Context: an optimization exercise on an open-source flow, tuned for small area and a short achievable clock period. The choices shown serve that exercise and are no tape-out recipe. In this exercise RTL edits were held to simulation tests only and were not proved equivalent to the original. Power is estimated from default activity; no workload was simulated.

build 69:
==> flow/design.v <==
package erx_pkg;
    localparam int WRITE_BIT   = 0;
    localparam int DSTADDR_LSB = 8;
    localparam int DSTADDR_W   = 32;
    localparam int CHIPID_LSB  = 20;
    localparam int CHIPID_W    = 12;
    typedef enum logic [1:0] {
        CH_WRITE = 2'd0,
        CH_READ  = 2'd1,
        CH_RESP  = 2'd2
    } erx_type_e;
    function automatic int clog2(input int value);
        clog2 = 0;
        for (int i = 0; i < 31; i = i + 1) begin
            if ((1 << i) < value) clog2 = i + 1;
        end
    endfunction
endpackage
import erx_pkg::*;
module erx_chfifo
#(
    parameter int          PW    = 104,
    parameter int          DEPTH = 8,
    parameter int          WAIT_LEVEL = 6,
    parameter logic [PW-1:0] CMASK = '0,
    parameter logic [PW-1:0] CVAL  = '0
) (
    input  logic                           clk,
    input  logic                           nreset,
    input  logic                           push,
    input  logic [PW-1:0]                  din,
    input  logic                           wait_i,
    output logic [PW-1:0]                  dout,
    output logic                           valid,
    output logic                           full,
    output logic                           ovf,
    output logic                           accept,
    output logic                           near
);
    localparam int MD = DEPTH - 1;         
    logic          hv;                     
    logic [MD-1:0] cmt;                    
    logic [MD-1:0] wr_oh;                  
    logic [MD-1:0] rd_oh;                  
    logic [MD:0]   hsel;                   
    logic [DEPTH:0] tn;                    
    logic          pop;
    logic          from_mem;
    logic          acc1;                   
    logic          to_mem1;                
    logic          hv_n0, hv_n1;
    logic [MD-1:0] cmt_n0, cmt_n1, cmt_up, cmt_dn;
    logic          near0, near1;
    logic [MD-1:0] rd_oh_n;
    assign valid    = hv;
    assign full     = cmt[MD-1];
    assign pop      = hv && !wait_i;
    assign accept   = push && acc1;
    assign ovf      = push && !acc1;
    assign from_mem = pop && cmt[0];
    assign acc1     = !full || pop;
    assign to_mem1  = acc1 && hv && !(pop && !cmt[0]);
    assign cmt_up   = {cmt[MD-2:0], 1'b1};
    assign cmt_dn   = {1'b0, cmt[MD-1:1]};
    assign rd_oh_n  = from_mem ? {rd_oh[MD-2:0], rd_oh[MD-1]} : rd_oh;
    assign hv_n0  = (hv && !pop) || from_mem;
    assign hv_n1  = hv_n0 || acc1;
    assign cmt_n0 = from_mem ? cmt_dn : cmt;
    assign cmt_n1 = (to_mem1 == from_mem) ? cmt : to_mem1 ? cmt_up : cmt_dn;
    assign tn    = {1'b0, cmt, hv};
    assign near0 = pop ? tn[WAIT_LEVEL] : tn[WAIT_LEVEL-1];
    assign near1 = (acc1 == pop) ? tn[WAIT_LEVEL-1] : acc1 ? tn[WAIT_LEVEL-2] : tn[WAIT_LEVEL];
    assign near  = push ? near1 : near0;
    always_ff @(posedge clk) begin
        if (!nreset) begin
            hv      <= 1'b0;
            cmt     <= '0;
            wr_oh   <= MD'(1);
            rd_oh   <= MD'(1);
            hsel    <= {1'b1, {MD{1'b0}}};
        end else begin
            hv      <= push ? hv_n1 : hv_n0;
            cmt     <= push ? cmt_n1 : cmt_n0;
            rd_oh   <= rd_oh_n;
            if (push && to_mem1) wr_oh <= {wr_oh[MD-2:0], wr_oh[MD-1]};
            hsel    <= (push ? cmt_n1[0] : cmt_n0[0]) ? {1'b0, rd_oh_n} : {1'b1, {MD{1'b0}}};
        end
    end
    logic load;
    assign load = !hv || !wait_i;
    for (genvar b = 0; b < PW; b++) begin : g_bit
        if (CMASK[b]) begin : g_const
            assign dout[b] = CVAL[b];
        end else begin : g_store
            logic          h;
            logic [MD-1:0] m;
            logic          d;
            assign d = (din[b] & hsel[MD]) | (|(m & hsel[MD-1:0]));
            always_ff @(posedge clk) begin
                if (load) h <= d;
            end
            for (genvar j = 0; j < MD; j++) begin : g_slot
                always_ff @(posedge clk) begin
                    if (wr_oh[j] && (!full || !wait_i)) m[j] <= din[b];
                end
            end
            assign dout[b] = h;
        end
    end
endmodule
import erx_pkg::*;
module erx_dispatch
#(
    parameter int          PW     = 104,
    parameter int          NCH    = 3,
    parameter int          DEPTH  = 8,
    parameter int          MODE   = 0,
    parameter int          ASHIFT = 20,
    parameter logic [11:0] ID     = 12'h800,
    parameter int          AFULL  = 2,
    parameter int          TOW    = 12
) (
    input  logic                clk,
    input  logic                nreset,
    input  logic                rx_access,
    input  logic [PW-1:0]       rx_packet,
    output logic                rx_wait,
    output logic [NCH-1:0]      ch_access,
    output logic [NCH*PW-1:0]   ch_packet,
    input  logic [NCH-1:0]      ch_wait,
    output logic [NCH-1:0]      overflow,
    output logic [15:0]         drop_count,
    output logic [NCH-1:0]      timeout,
    input  logic                clear
);
    localparam int IW         = ($clog2(NCH) < 1) ? 1 : $clog2(NCH);
    localparam int AW         = $clog2(DEPTH);
    localparam int WAIT_LEVEL = DEPTH - AFULL;
    localparam logic [TOW-1:0] TO_MAX = {TOW{1'b1}};
    localparam logic [TOW-1:0] TO_ARM = {{(TOW-1){1'b1}}, 1'b0};
    logic [IW-1:0]  sel;
    logic           sel_ok;
    logic [NCH-1:0] ch_push;
    logic [NCH-1:0] ch_full;
    logic [NCH-1:0] near_full;
    logic [NCH-1:0] ovf_set;
    logic [NCH-1:0] to_set;
    logic           drop;
    always_comb begin
        sel    = '0;
        sel_ok = 1'b0;
        if (MODE == 0) begin
            sel_ok = 1'b1;
            if (rx_packet[WRITE_BIT])
                sel = IW'(CH_WRITE);
            else if (rx_packet[DSTADDR_LSB + CHIPID_LSB +: CHIPID_W] == ID)
                sel = IW'(CH_RESP);
            else
                sel = IW'(CH_READ);
        end else begin
            sel    = rx_packet[DSTADDR_LSB + ASHIFT +: IW];
            sel_ok = (int'(sel) < NCH);
        end
    end
    function automatic logic [PW-1:0] const_mask(input int ch);
        const_mask = '0;
        if (MODE == 0) begin
            const_mask[WRITE_BIT] = 1'b1;
            if (ch == int'(CH_RESP))
                const_mask[DSTADDR_LSB + CHIPID_LSB +: CHIPID_W] = '1;
        end
    endfunction
    function automatic logic [PW-1:0] const_val(input int ch);
        const_val = '0;
        if (MODE == 0) begin
            const_val[WRITE_BIT] = (ch == int'(CH_WRITE));
            if (ch == int'(CH_RESP))
                const_val[DSTADDR_LSB + CHIPID_LSB +: CHIPID_W] = ID;
        end
    endfunction
    genvar k;
    for (k = 0; k < NCH; k++) begin : g_ch
        logic           stall;
        logic [TOW-1:0] stall_cnt;
        assign ch_push[k] = rx_access && sel_ok && (int'(sel) == k);
        erx_chfifo #(
            .PW    (PW),
            .DEPTH (DEPTH),
            .WAIT_LEVEL (WAIT_LEVEL),
            .CMASK (const_mask(k)),
            .CVAL  (const_val(k))
        ) u_fifo (
            .clk        (clk),
            .nreset     (nreset),
            .push       (ch_push[k]),
            .din        (rx_packet),
            .wait_i     (ch_wait[k]),
            .dout       (ch_packet[k*PW +: PW]),
            .valid      (ch_access[k]),
            .full       (ch_full[k]),
            .ovf        (ovf_set[k]),
            .accept     (),
            .near       (near_full[k])
        );
        assign stall     = ch_access[k] && ch_wait[k];
        assign to_set[k] = stall && (stall_cnt == TO_ARM);
        always_ff @(posedge clk) begin
            if (!nreset)
                stall_cnt <= '0;
            else if (!stall)
                stall_cnt <= '0;
            else if (stall_cnt != TO_MAX)
                stall_cnt <= stall_cnt + {{(TOW-1){1'b0}}, 1'b1};
        end
    end
    assign drop = (rx_access && !sel_ok) || (|ovf_set);
    logic [15:0] dc_inc;
    assign dc_inc = (drop_count == 16'hFFFF) ? drop_count : drop_count + 16'd1;
    always_ff @(posedge clk) begin
        if (!nreset) begin
            rx_wait    <= 1'b0;
            overflow   <= '0;
            timeout    <= '0;
            drop_count <= '0;
        end else begin
            rx_wait  <= |near_full;
            overflow <= (clear ? '0 : overflow) | ovf_set;
            timeout  <= (clear ? '0 : timeout) | to_set;
            if (drop)
                drop_count <= clear ? 16'd1 : dc_inc;
            else if (clear)
                drop_count <= '0;
        end
    end
endmodule
==> flow/config.mk <==
export PLATFORM = sky130hd
export DESIGN_NAME = erx_dispatch
export DESIGN_NICKNAME = erx_dispatch
export VERILOG_FILES = /design/flow/design.v
export SDC_FILE = /design/flow/constraint.sdc
export NUM_CORES = 4
export LEC_CHECK = 0
export CAP_MARGIN = 20
export CORE_ASPECT_RATIO = 0.5
export CORE_MARGIN = 2
export CORE_UTILIZATION = 60
export CTS_CLUSTER_DIAMETER = 100
export CTS_CLUSTER_SIZE = 30
export SETUP_SLACK_MARGIN = 3.0
export SLEW_MARGIN = 20
==> flow/constraint.sdc <==
create_clock -name core_clock -period 5.5 [get_ports {clk}]
set_input_delay 1.1000 -clock core_clock [delete_from_list [all_inputs] [get_ports {clk}]]
set_output_delay 1.1000 -clock core_clock [all_outputs]
set_load 0.01 [all_outputs]
standard.sh (not shown) runs the stock make flow with config.mk's settings and CLKGATE_MAP_FILE= SYNTH_SCRIPT=/design/flow/synth_recipe.tcl, a recipe that flattens the netlist after the stock synthesis.
==> flow/flow/run.sh <==
#!/bin/bash
# Standard layout, except that the port buffers are plain sky130 buffers
# (buf_2) rather than the delay-cell buffers buffer_ports picks by default.
set -euo pipefail
export BUFFER_PORTS_ARGS="-buffer_cell sky130_fd_sc_hd__buf_2"
bash standard.sh finish > standard.log 2>&1
The inputs of build 42 differ from those of build 69 as listed below.
# build 69
export LEC_CHECK = 0
export CAP_MARGIN = 20
export CORE_ASPECT_RATIO = 0.5
export CORE_MARGIN = 2
export CORE_UTILIZATION = 60
export CTS_CLUSTER_DIAMETER = 100
export CTS_CLUSTER_SIZE = 30
export SETUP_SLACK_MARGIN = 3.0
export SLEW_MARGIN = 20
create_clock -name core_clock -period 5.5 [get_ports {clk}]
# build 42
export LEC_CHECK = 0
export CAP_MARGIN = 20
export CORE_MARGIN = 2
export CORE_UTILIZATION = 60
export SETUP_SLACK_MARGIN = 2.8
export SLEW_MARGIN = 20
create_clock -name core_clock -period 5.5 [get_ports {clk}]
==> flow/run.sh (new file) <==
#!/bin/bash
# synth_recipe.tcl (not shown) runs the flow's synth.tcl, then flattens the netlist and writes it again
# the make line also repeats each setting of config.mk as NAME=value (left out here)
make -C /OpenROAD-flow-scripts/flow DESIGN_CONFIG=/design/flow/config.mk WORK_HOME=/design/flow/orfs CLKGATE_MAP_FILE= SYNTH_SCRIPT=/design/flow/synth_recipe.tcl finish
removed: flow/flow/run.sh
removed: flow/standard.sh
==> comparison <==
Build 42 finished all stages; the layout is clean.
~same total sequential power in build 69 and build 42
Cmp build 42 vs build 69: sequential cell fraction of total power lower in build 42
Non-clock buffering overhead in the final layout in build 42 vs build 69: up 1.9 points
Build 69 → build 42: total power grew by 21%; cell-internal power now larger; final non-filler cell area increased by about 7% relative to the old numbers.
Relative to build 69, the critical path depth of build 42 is lower by 3.
[inputs] build 68 vs build 42
# build 42
export LEC_CHECK = 0
export CAP_MARGIN = 20
export CORE_MARGIN = 2
export CORE_UTILIZATION = 60
export SETUP_SLACK_MARGIN = 2.8
export SLEW_MARGIN = 20
create_clock -name core_clock -period 5.5 [get_ports {clk}]
# build 68
export LEC_CHECK = 0
export CAP_MARGIN = 20
export CORE_MARGIN = 2
export CORE_UTILIZATION = 60
export CTS_CLUSTER_DIAMETER = 100
export CTS_CLUSTER_SIZE = 30
export SETUP_SLACK_MARGIN = 3.0
export SLEW_MARGIN = 20
create_clock -name core_clock -period 5.5 [get_ports {clk}]
==> flow/flow/run.sh (new file) <==
#!/bin/bash
# Standard layout with two changes: the port buffers are plain sky130
# buffers (buf_2) rather than the delay-cell buffers buffer_ports picks by
# default, and the resizer may swap a cell for one of another footprint
# (MATCH_CELL_FOOTPRINT=0), so it can really upsize cells on slow paths.
set -euo pipefail
export BUFFER_PORTS_ARGS="-buffer_cell sky130_fd_sc_hd__buf_2"
bash standard.sh MATCH_CELL_FOOTPRINT=0 finish > standard.log 2>&1
==> flow/standard.sh (new file) <==
#!/bin/bash
# synth_recipe.tcl (not shown) runs the flow's synth.tcl, then flattens the netlist and writes it again
# the make line also repeats each setting of config.mk as NAME=value (left out here)
make -C /OpenROAD-flow-scripts/flow DESIGN_CONFIG=/design/flow/config.mk WORK_HOME=/design/flow/orfs CLKGATE_MAP_FILE= SYNTH_SCRIPT=/design/flow/synth_recipe.tcl "${@:-finish}"
removed: flow/run.sh
Notes after the runs:
Build 68 finished all stages; the layout is clean. Build 42 has lower clock skew than build 68. From build 42 to build 68 the numbers moved as follows: total vias in the final route fell by 3.6%, worst hold-check slack rose 0.016 ns, design area decreased 7000 um2. NOTE final net count build 42->build 68 decreased by a few percent. Between build 68 and build 42, it is build 68 whose part of the power in combinational logic is higher, by 0.3 points. Build 68: proportion of final cell area spent on non-clock buffers 1.9 points below build 42. Build 42 → build 68: net switching power went down, overall power consumption went down.

separate check: timing with driven ports:
The results above use ideal ports. As a check the final layouts listed here were re-extracted and re-timed, cells and wires unchanged. Step 1, drivers: a clkbuf_16 drives clk and a buf_2 each remaining input, both assumed. Step 2 adds t to the input delays and takes it off the output delays; t is the mean of the earliest and latest rising clock arrival at the registers after step 1. Input paths then give back, and output paths get back, about the clock's delay inside the block. Three values: ideal, step 1, step 2; two values: the first two.
run | t (ns) | slack for setup (ns) | worst setup path after step 2 | worst register clock-pin slew, ns | worst slew at a driven data input, ns
build 69 | 0.818 | 2.905 / 2.857 / 2.075 | input to register | 0.12 / 0.12 | 0.14
build 42 | 0.922 | 2.762 / 2.676 / 1.939 | input to register | 0.07 / 0.07 | 0.15
build 68 | 0.821 | 2.851 / 2.759 / 2.139 | input to register | 0.12 / 0.12 | 0.12
After both steps setup and hold are still met in every run listed. For build 69, which loses most, drivers alone change the setup slack by -0.048 ns; drivers and shift together by -0.830 ns.
